This is an optimization exercise on Yosys and OpenROAD, whose aim is small area, a short achievable clock period and few clock cycles per item, not a production implementation. No functional check of the RTL was part of any run shown here. Power and IR drop assume default switching activity.

==> flow/design.v, too long to show whole: its modules and the start of the top module <==
// module math_core_alu: 671 lines
module math_core_alu #(
    parameter int DW = 32,
    parameter int CW = 32
) (
    input  logic          clk,
    input  logic          rst,
    input  logic [0:1]    mode,
    input  logic          in_valid,
    output logic          in_ready,
    input  logic [0:DW-1] ain,
    input  logic [0:DW-1] bin,
    output logic          out_valid,
    input  logic          out_ready,
    output logic [0:DW-1] result,
    output logic          ovf,
    output logic [0:CW-1] statistic,
    input  logic          stat_ld,
    input  logic [0:CW-1] stat_din,
    input  logic          flush,
    output logic          busy
);
  // ...
==> flow/run.sh <==
#!/bin/bash
# synth_recipe.tcl (not shown) runs the flow's synth.tcl, then flattens the netlist and writes it again
# the make line also repeats each setting of config.mk as NAME=value (left out here)
make -C /OpenROAD-flow-scripts/flow DESIGN_CONFIG=/design/flow/config.mk WORK_HOME=/design/flow/orfs CLKGATE_MAP_FILE= SYNTH_SCRIPT=/design/flow/synth_recipe.tcl finish
==> flow/config.mk <==
export PLATFORM = sky130hd
export DESIGN_NAME = math_core_alu
export DESIGN_NICKNAME = math_core_alu
export VERILOG_FILES = /design/flow/design.v
export SDC_FILE = /design/flow/constraint.sdc
export NUM_CORES = 4
export LEC_CHECK = 0
export ABC_AREA = 1
export CAP_MARGIN = 20
export CORE_MARGIN = 2
export CORE_UTILIZATION = 40
export SETUP_SLACK_MARGIN = 5
export SLEW_MARGIN = 20
==> flow/constraint.sdc <==
create_clock -name core_clock -period 10.0 [get_ports {clk}]
set_input_delay 2.0000 -clock core_clock [delete_from_list [all_inputs] [get_ports {clk}]]
set_output_delay 2.0000 -clock core_clock [all_outputs]
set_load 0.01 [all_outputs]
==> flow_summary.json, run 1 <==
{
  "status": "timing/DRC/antenna clean",
  "num_io_pins": 172,
  "cts.sinks": 202,
  "stdcell_count": 3789,
  "dpl_cell_area_mm2": 0.0252,
  "dieArea_mm2": 0.0589,
  "busiest_layer": "met2",
  "pwr-share-seq": 0.192,
  "hold_path_class": "reg2reg",
  "wirelength_um": 87800,
  "start_util": 0.404,
  "sw_frac_of_total": 0.471,
  "period_minus_slack_ps": 5120,
  "wl_per_cell_um": 23.2,
  "place_congestion": 0.958,
  "synthAdderAreaFrac": 0.175,
  "finalHoldViolCount": 0,
  "cts_setup_buffers": 33,
  "hp-start": "r_stat[25]",
  "clk_path_buf_depth": 3,
  "crit_end": "ovf",
  "grt_setup_unrepaired": "true",
  "postLayoutCellArea_mm2": 0.0276,
  "nNetsFinal": 3365,
  "cts_tree": "yes"
}
==> inputs of run 2 (changes only) <==
--- a/flow/design.v
+++ b/flow/design.v
@@ -14,33 +14,35 @@
     output logic [0:DW-1] result,
     output logic          ovf,
     output logic [0:CW-1] statistic,
     input  logic          stat_ld,
     input  logic [0:CW-1] stat_din,
     input  logic          flush,
     output logic          busy
 );
-    logic [31:0]     a1;
-    logic [31:0]     b1;
-    logic [32:1]     a3_1;
-    logic [1:0]      m1;
-    logic            v1;
-    logic [31:0]     s2;
-    logic [31:0]     c2;
-    logic            cin2;
-    logic            k1_2;
-    logic            k2_2;
-    logic            mulp2;
+    logic [31:0]   a1;
+    logic [31:0]   b1;
+    logic [32:1]   a3_1;
+    logic [1:0]    m1;
+    logic          v1;
+    localparam int K = 20;
+    logic [31:K]   s2;
+    logic [31:K]   c2;
+    logic [K-1:0]  lo2;
+    logic          ck2;
+    logic          k1_2;
+    logic          k2_2;
+    logic          mulp2;
     logic [2-1:0] l32_2;
-    logic            v2;
-    logic [CW-1:0]   r_stat;
-    logic            take2;
-    logic            en1;
-    logic            hs;
+    logic          v2;
+    logic [CW-1:0] r_stat;
+    logic          take2;
+    logic          en1;
+    logic          hs;
     assign take2    = !v2 || out_ready;
     assign en1      = !v1 || take2;
     assign in_ready = !flush && en1;
     assign hs       = v2 && out_ready && !flush;
     logic [31:0] ain_v;
     logic [32:0] a3_in;
     assign ain_v = ain;
     assign a3_in = {1'b0, ain_v} + {ain_v, 1'b0};
@@ -57,18 +59,18 @@
             tm = bx[3*i]   ^ bx[3*i+3];
             bs1[i]  = !t1 & (t0 ^ tm);
             bs2[i]  = (t1 & !t0 & !tm) | (!t1 & t0 & tm);
             bs3[i]  = t1 & (t0 ^ tm);
             bs4[i]  = t1 & t0 & tm;
             bneg[i] = bx[3*i+3];
         end
     end
-    logic [31:0]     mul_s, mul_c;
-    logic            mul_p32;        
+    logic [31:0] mul_s, mul_c;
+    logic        mul_p32;            
     logic [2-1:0] mul_l32;        
     wire pp0_0, pp0_1, pp0_2, pp0_3, pp0_4, pp0_5, pp0_6, pp0_7, pp0_8, pp0_9, pp0_10, pp0_11, pp0_12, pp0_13, pp0_14, pp0_15;
     wire pp0_16, pp0_17, pp0_18, pp0_19, pp0_20, pp0_21, pp0_22, pp0_23, pp0_24, pp0_25, pp0_26, pp0_27, pp0_28, pp0_29, pp0_30, pp0_31;
     wire pp0_32, pp1_0, pp1_1, pp1_2, pp1_3, pp1_4, pp1_5, pp1_6, pp1_7, pp1_8, pp1_9, pp1_10, pp1_11, pp1_12, pp1_13, pp1_14;
     wire pp1_15, pp1_16, pp1_17, pp1_18, pp1_19, pp1_20, pp1_21, pp1_22, pp1_23, pp1_24, pp1_25, pp1_26, pp1_27, pp1_28, pp1_29, pp2_0;
     wire pp2_1, pp2_2, pp2_3, pp2_4, pp2_5, pp2_6, pp2_7, pp2_8, pp2_9, pp2_10, pp2_11, pp2_12, pp2_13, pp2_14, pp2_15, pp2_16;
     wire pp2_17, pp2_18, pp2_19, pp2_20, pp2_21, pp2_22, pp2_23, pp2_24, pp2_25, pp2_26, pp3_0, pp3_1, pp3_2, pp3_3, pp3_4, pp3_5;
     wire pp3_6, pp3_7, pp3_8, pp3_9, pp3_10, pp3_11, pp3_12, pp3_13, pp3_14, pp3_15, pp3_16, pp3_17, pp3_18, pp3_19, pp3_20, pp3_21;
@@ -612,30 +614,32 @@
         bsuf[31] = b1[31];
         for (int k = 30; k >= 0; k--) bsuf[k] = bsuf[k+1] | b1[k];
         g32 = 1'b0;
         for (int i = 1; i < 32; i++) g32 = g32 | (a1[i] & bsuf[32-i]);
     end
     logic        is_mul, is_add, is_sub, is_max, b_gt;
     logic [31:0] s_n, c_n;
     logic        k1_n, k2_n;
+    logic [K+1:0] lo_n;
     assign is_add = (m1 == 2'd0);
     assign is_sub = (m1 == 2'd1);
     assign is_mul = (m1 == 2'd2);
     assign is_max = (m1 == 2'd3);
     assign b_gt   = b1 > a1;
     assign s_n    = is_mul ? mul_s : ((is_max && b_gt) ? b1 : a1);
     assign c_n    = is_mul ? mul_c : (is_add ? b1 : (is_sub ? ~b1 : 32'd0));
+    assign lo_n   = {1'b0, s_n[K-1:0], is_sub} + {1'b0, c_n[K-1:0], is_sub};
     assign k1_n   = is_sub || (is_mul && (g32 || mul_p32));
     assign k2_n   = is_add || is_sub || (is_mul && !g32);
-    logic [33:0] sumx;
-    logic        cout;
-    assign sumx      = {1'b0, s2, cin2} + {1'b0, c2, cin2};
-    assign cout      = sumx[33];
-    assign result    = sumx[32:1];
+    logic [33-K:0] hi;
+    logic          cout;
+    assign hi        = {1'b0, s2, ck2} + {1'b0, c2, ck2};
+    assign cout      = hi[33-K];
+    assign result    = {hi[32-K:1], lo2};
     assign ovf       = k1_2 ^ (k2_2 & cout) ^ (mulp2 & (^l32_2));
     assign out_valid = v2;
     assign statistic = r_stat;
     assign busy      = v1 || v2;
     always_ff @(posedge clk or negedge rst) begin
         if (!rst) begin
             v1     <= 1'b0;
             v2     <= 1'b0;
@@ -646,26 +650,27 @@
             if (flush)      v2 <= 1'b0;
             else if (take2) v2 <= v1;
             if (stat_ld)    r_stat <= stat_din;
             else if (hs && !(&r_stat)) r_stat <= r_stat + 1'b1;
         end
     end
     always_ff @(posedge clk) begin
         if (en1) begin
-            a1   <= ain;
+            a1 <= ain;
             b1   <= bin;
             a3_1 <= a3_in[32:1];
-            m1   <= mode;
+            m1 <= mode;
         end
     end
     always_ff @(posedge clk) begin
         if (take2) begin
-            s2    <= s_n;
-            c2    <= c_n;
-            cin2  <= is_sub;
-            k1_2  <= k1_n;
-            k2_2  <= k2_n;
+            s2   <= s_n[31:K];
+            c2   <= c_n[31:K];
+            lo2  <= lo_n[K:1];
+            ck2  <= lo_n[K+1];
+            k1_2 <= k1_n;
+            k2_2 <= k2_n;
             mulp2 <= is_mul && !g32;
             l32_2 <= mul_l32;
         end
     end
 endmodule
==> flow/flow/run.sh (new file) <==
#!/bin/bash
# The standard layout, with plain buf_1 port buffers and a tighter setup target
# for timing repair; the log of the whole make run goes to standard.log.
bash standard.sh BUFFER_PORTS_ARGS="-buffer_cell sky130_fd_sc_hd__buf_1" SETUP_SLACK_MARGIN=5.6 finish > standard.log 2>&1
==> flow/standard.sh (new file) <==
#!/bin/bash
# synth_recipe.tcl (not shown) runs the flow's synth.tcl, then flattens the netlist and writes it again
# the make line also repeats each setting of config.mk as NAME=value (left out here)
make -C /OpenROAD-flow-scripts/flow DESIGN_CONFIG=/design/flow/config.mk WORK_HOME=/design/flow/orfs CLKGATE_MAP_FILE= SYNTH_SCRIPT=/design/flow/synth_recipe.tcl "${@:-finish}"
--- a/flow/config.mk
+++ b/flow/config.mk
@@ -4,10 +4,9 @@
 export VERILOG_FILES = /design/flow/design.v
 export SDC_FILE = /design/flow/constraint.sdc
 export NUM_CORES = 4
 export LEC_CHECK = 0
 export ABC_AREA = 1
 export CAP_MARGIN = 20
 export CORE_MARGIN = 2
 export CORE_UTILIZATION = 40
-export SETUP_SLACK_MARGIN = 5
 export SLEW_MARGIN = 20
removed: flow/run.sh
==> flow_summary.json, run 2 <==
{
  "dieArea_mm2": 0.0566,
  "yosys.area.top_type_share": 0.203,
  "cts_tree": "yes",
  "grt_pass1_vias": 22500,
  "max_stage_delay_ps": 580,
  "final_cell_mix": "nand2_1, inv_1, xor2_1",
  "crit_type": "reg2reg",
  "hpwl_um": 70200,
  "synth_seq_cells": 182,
  "h-tree-depth": 4,
  "drv_slew": 0,
  "numPortBuffers": 171,
  "wirelength_um": 100000,
  "synth.most_common_cell": "nand2_1",
  "syn_inst": 2801,
  "grt_usage": 0.348,
  "setup-tns-final_ps": 0,
  "syn_avg_cell_area_um2": 7.82,
  "clk_latency_ps": 520,
  "row_count": 85,
  "period_minus_slack_ps": 5180,
  "max_freq_mhz": 193,
  "worst_path_most_repeated_cell": "buf_6",
  "rr_worst_depth": 27,
  "critPathArrivalTime_ps": 5410,
  "synth_top_cell_by_area": "edfxtp_1",
  "place_congestion": 1.01,
  "critPathMaxFanout": 8,
  "hold_path_class": "reg2reg",
  "setup_viol": 0,
  "hold_buffers": 0,
  "finalHoldViolCount": 0,
  "period_share": 0.518,
  "p_sw_mw": 3.30,
  "power.clock.fraction": 0.106,
  "finalClockSkew_ps": 14.4,
  "num_io_pins": 172,
  "hp-start": "r_stat[1]",
  "ys_warn_count": 1,
  "antenna_left": 0,
  "start_kind": "flip-flop",
  "firstDrtPassIters": 8,
  "worst_pin_slew_ps": 968,
  "start_util": 0.405,
  "crit_path_end_kind": "flip-flop",
  "path_clk_slew_ps": 80,
  "numCtsBuffers": 17,
  "final_common_cell": "nand2_1",
  "p_int_mw": 3.40,
  "drive_above_1_share": 0.206,
  "viasPerCell": 6.15,
  "yosys-top-cells-area": "edfxtp_1, fa_1, nand2_1",
  "drc": 0,
  "core_area_mm2": 0.0540,
  "reg2reg_to": "c2[30]",
  "status": "timing/DRC/antenna clean",
  "holdPathStages": 2,
  "rrSetupSlack_ps": 4820,
  "clk_path_buf_depth": 2,
  "pwr-share-comb": 0.708,
  "maxCapViolCount": 0,
  "whs_endpoint": "r_stat[1]",
  "grt_pass1_wl_um": 144000,
  "grt_antenna_before_repair": 1,
  "via_count": 23200,
  "pre_cts_slack_ps": 3540,
  "cpLargestDelayFamily": "adder cells",
  "die_w_um": 238,
  "syn_to_final_growth_pct": 25.1,
  "dieHeight_um": 238,
  "first_iter_violations": 2942,
  "syn_nets": 3152,
  "synth_area_mm2": 0.0219,
  "overflow": 0,
  "synth-main-ff-cell": "edfxtp_1",
  "pwr_density_cell_mw_per_mm2": 245,
  "ys_seq_area_frac": 0.242,
  "root_buffer": "clkbuf_16",
  "worst-path-buf-inv": 13,
  "slew-limit-headroom": 0.354,
  "r2r-start": "b1[5]",
  "worst_slack_ps": 4820,
  "ys_types": 58,
  "nNetsFinal": 3419,
  "synth_async_sr_flop_share": 0.187,
  "wl_per_cell_um": 26.5,
  "grt_setup_unrepaired": "true",
  "grt_max_degree": 67,
  "cts.sinks": 182,
  "synth_edf_count": 148,
  "peakVddDrop_mv": 0.167,
  "synthTopCellsByCount": "nand2_1, inv_1, xor2_1",
  "power.leakage_nw": 11.8,
  "required_ps": 10230,
  "pwr-share-seq": 0.186,
  "sw_frac_of_total": 0.493,
  "slowest_stage": "fa_1"
}
[run 2: cell types whose count changed after synthesis, moves of 16 or more]
cell / change
o21ai_0: +16
edfxtp_1: -20
a21oi_1: +33
o2111ai_1: +33
a221oi_1: -45
inv_1: +32
nand2_1: -48
o22ai_1: +27
[run 2: layout make-up]
| cell class | count | area, um2 |
|---|---|---|
| Fill cell | 5151 | 26600 |
| Multi-Input combinational cell | 2088 | 16100 |
| Sequential cell | 182 | 5300 |
| Timing Repair Buffer | 394 | 2830 |
| Inverter | 382 | 1640 |
| Tap cell | 696 | 871 |
| Clock buffer | 17 | 425 |
| Clock inverter | 15 | 181 |
| Timing Repair inverter | 3 | 31.3 |
| Antenna cell | 1 | 2.50 |
[run 2: power by group through the flow]
stage / logic (mW) / clock network, mW / registers, mW
final: 4.75 / 0.710 / 1.25
after global routing: 5.27 / 0.755 / 1.25
after CTS: 4.42 / 0.728 / 1.23
after detailed placement: 3.94 / 0 / 1.27
after global placement: 3.92 / 0 / 1.26
after floorplan: 2.78 / 0 / 1.18
[run 2: per-stage QoR]
step | utilization | power, mW | hold WS, ps | area (um2) | cells
6_report | 0.507 | 6.70 | 556 | 27400 | 3778
5_1_grt | 0.507 | 7.28 | 582 | 27400 | 3777
4_1_cts | 0.489 | 6.38 | 553 | 26400 | 3723
3_5_place_dp | 0.434 | 5.21 | 534 | 23400 | 3549
3_3_place_gp | 0.434 | 5.18 | 524 | 23400 | 3549
2_1_floorplan | - | 3.96 | 553 | 22400 | 2801
[run 2: cell families (layout without fill, tap and decap cells)]
| group | count (synthesis) | count (layout) | share of synthesized area |
|---|---|---|---|
| simple gates | 871 | 877 | 0.169 |
| compound gates | 684 | 684 | 0.199 |
| buf+inv | 537 | 811 | 0.0946 |
| xor+xnor | 280 | 280 | 0.112 |
| fa+ha+maj | 247 | 247 | 0.184 |
| flops | 182 | 182 | 0.242 |
| other cells | 0 | 1 | 0 |
[run 2: how the worst max path moves through the flow]
stage,cells past startpoint,startpoint,to
2_1_floorplan,4,out_ready,in_ready
3_3_place_gp,28,a1[1],lo2[19]
3_5_place_dp,25,a1[1],lo2[18]
4_1_cts,24,b1[5],lo2[19]
5_1_grt,27,b1[5],c2[30]
6_report,27,b1[5],c2[30]
[run 2: tightest hold or removal path: stages (launching register included)]
cell and delay [ps]:
dfrtp_1 400, nand2_1 70, o31ai_1 60
[run 2: repair_timing]
item,in CTS,in global routing
setup buffers,127,53
pin swaps,105,124
resized for setup,268,152
cloned,15,1
setup endpoints to repair,65,58
[run 2: layer usage]
metal	up-vias	global-route usage	part of all wire	wire length, um
met1	11100	0.431	0.37	37400
met5	-	0	0	0
li1	10100	-	-	-
met4	0	0.251	0.087	8710
met2	1525	0.520	0.43	42800
met3	450	0.0981	0.11	11300

[port drivers added, routing unchanged]
The results above use ideal ports. As a check the final layouts listed here were re-extracted and re-timed, cells and wires unchanged. Step 1 sets driving cells, clkbuf_16 on the clock port and buf_2 on the other inputs (assumed; they add their load-dependent delay and slew). Step 2 moves the port delays by t, midway between the first and last clock arrival at a register: inputs arrive t later, outputs are due t later. That takes back most of the time a late clock gives input paths. a / b / c = no drivers / after step 1 / after step 2; a / b = the first two.
run | t (ns) | slack for setup (ns) | worst setup path at the end | worst slew at a driven data input, ns
run 1 | 0.614 | 4.876 / 4.819 / 4.631 | input to register | 0.07
run 2 | 0.571 | 4.819 / 4.819 / 4.819 | register to register | 0.06
After both steps setup and hold are still met in every run listed. For run 1, which loses most, drivers alone change the setup slack by -0.057 ns; drivers and shift together by -0.245 ns.
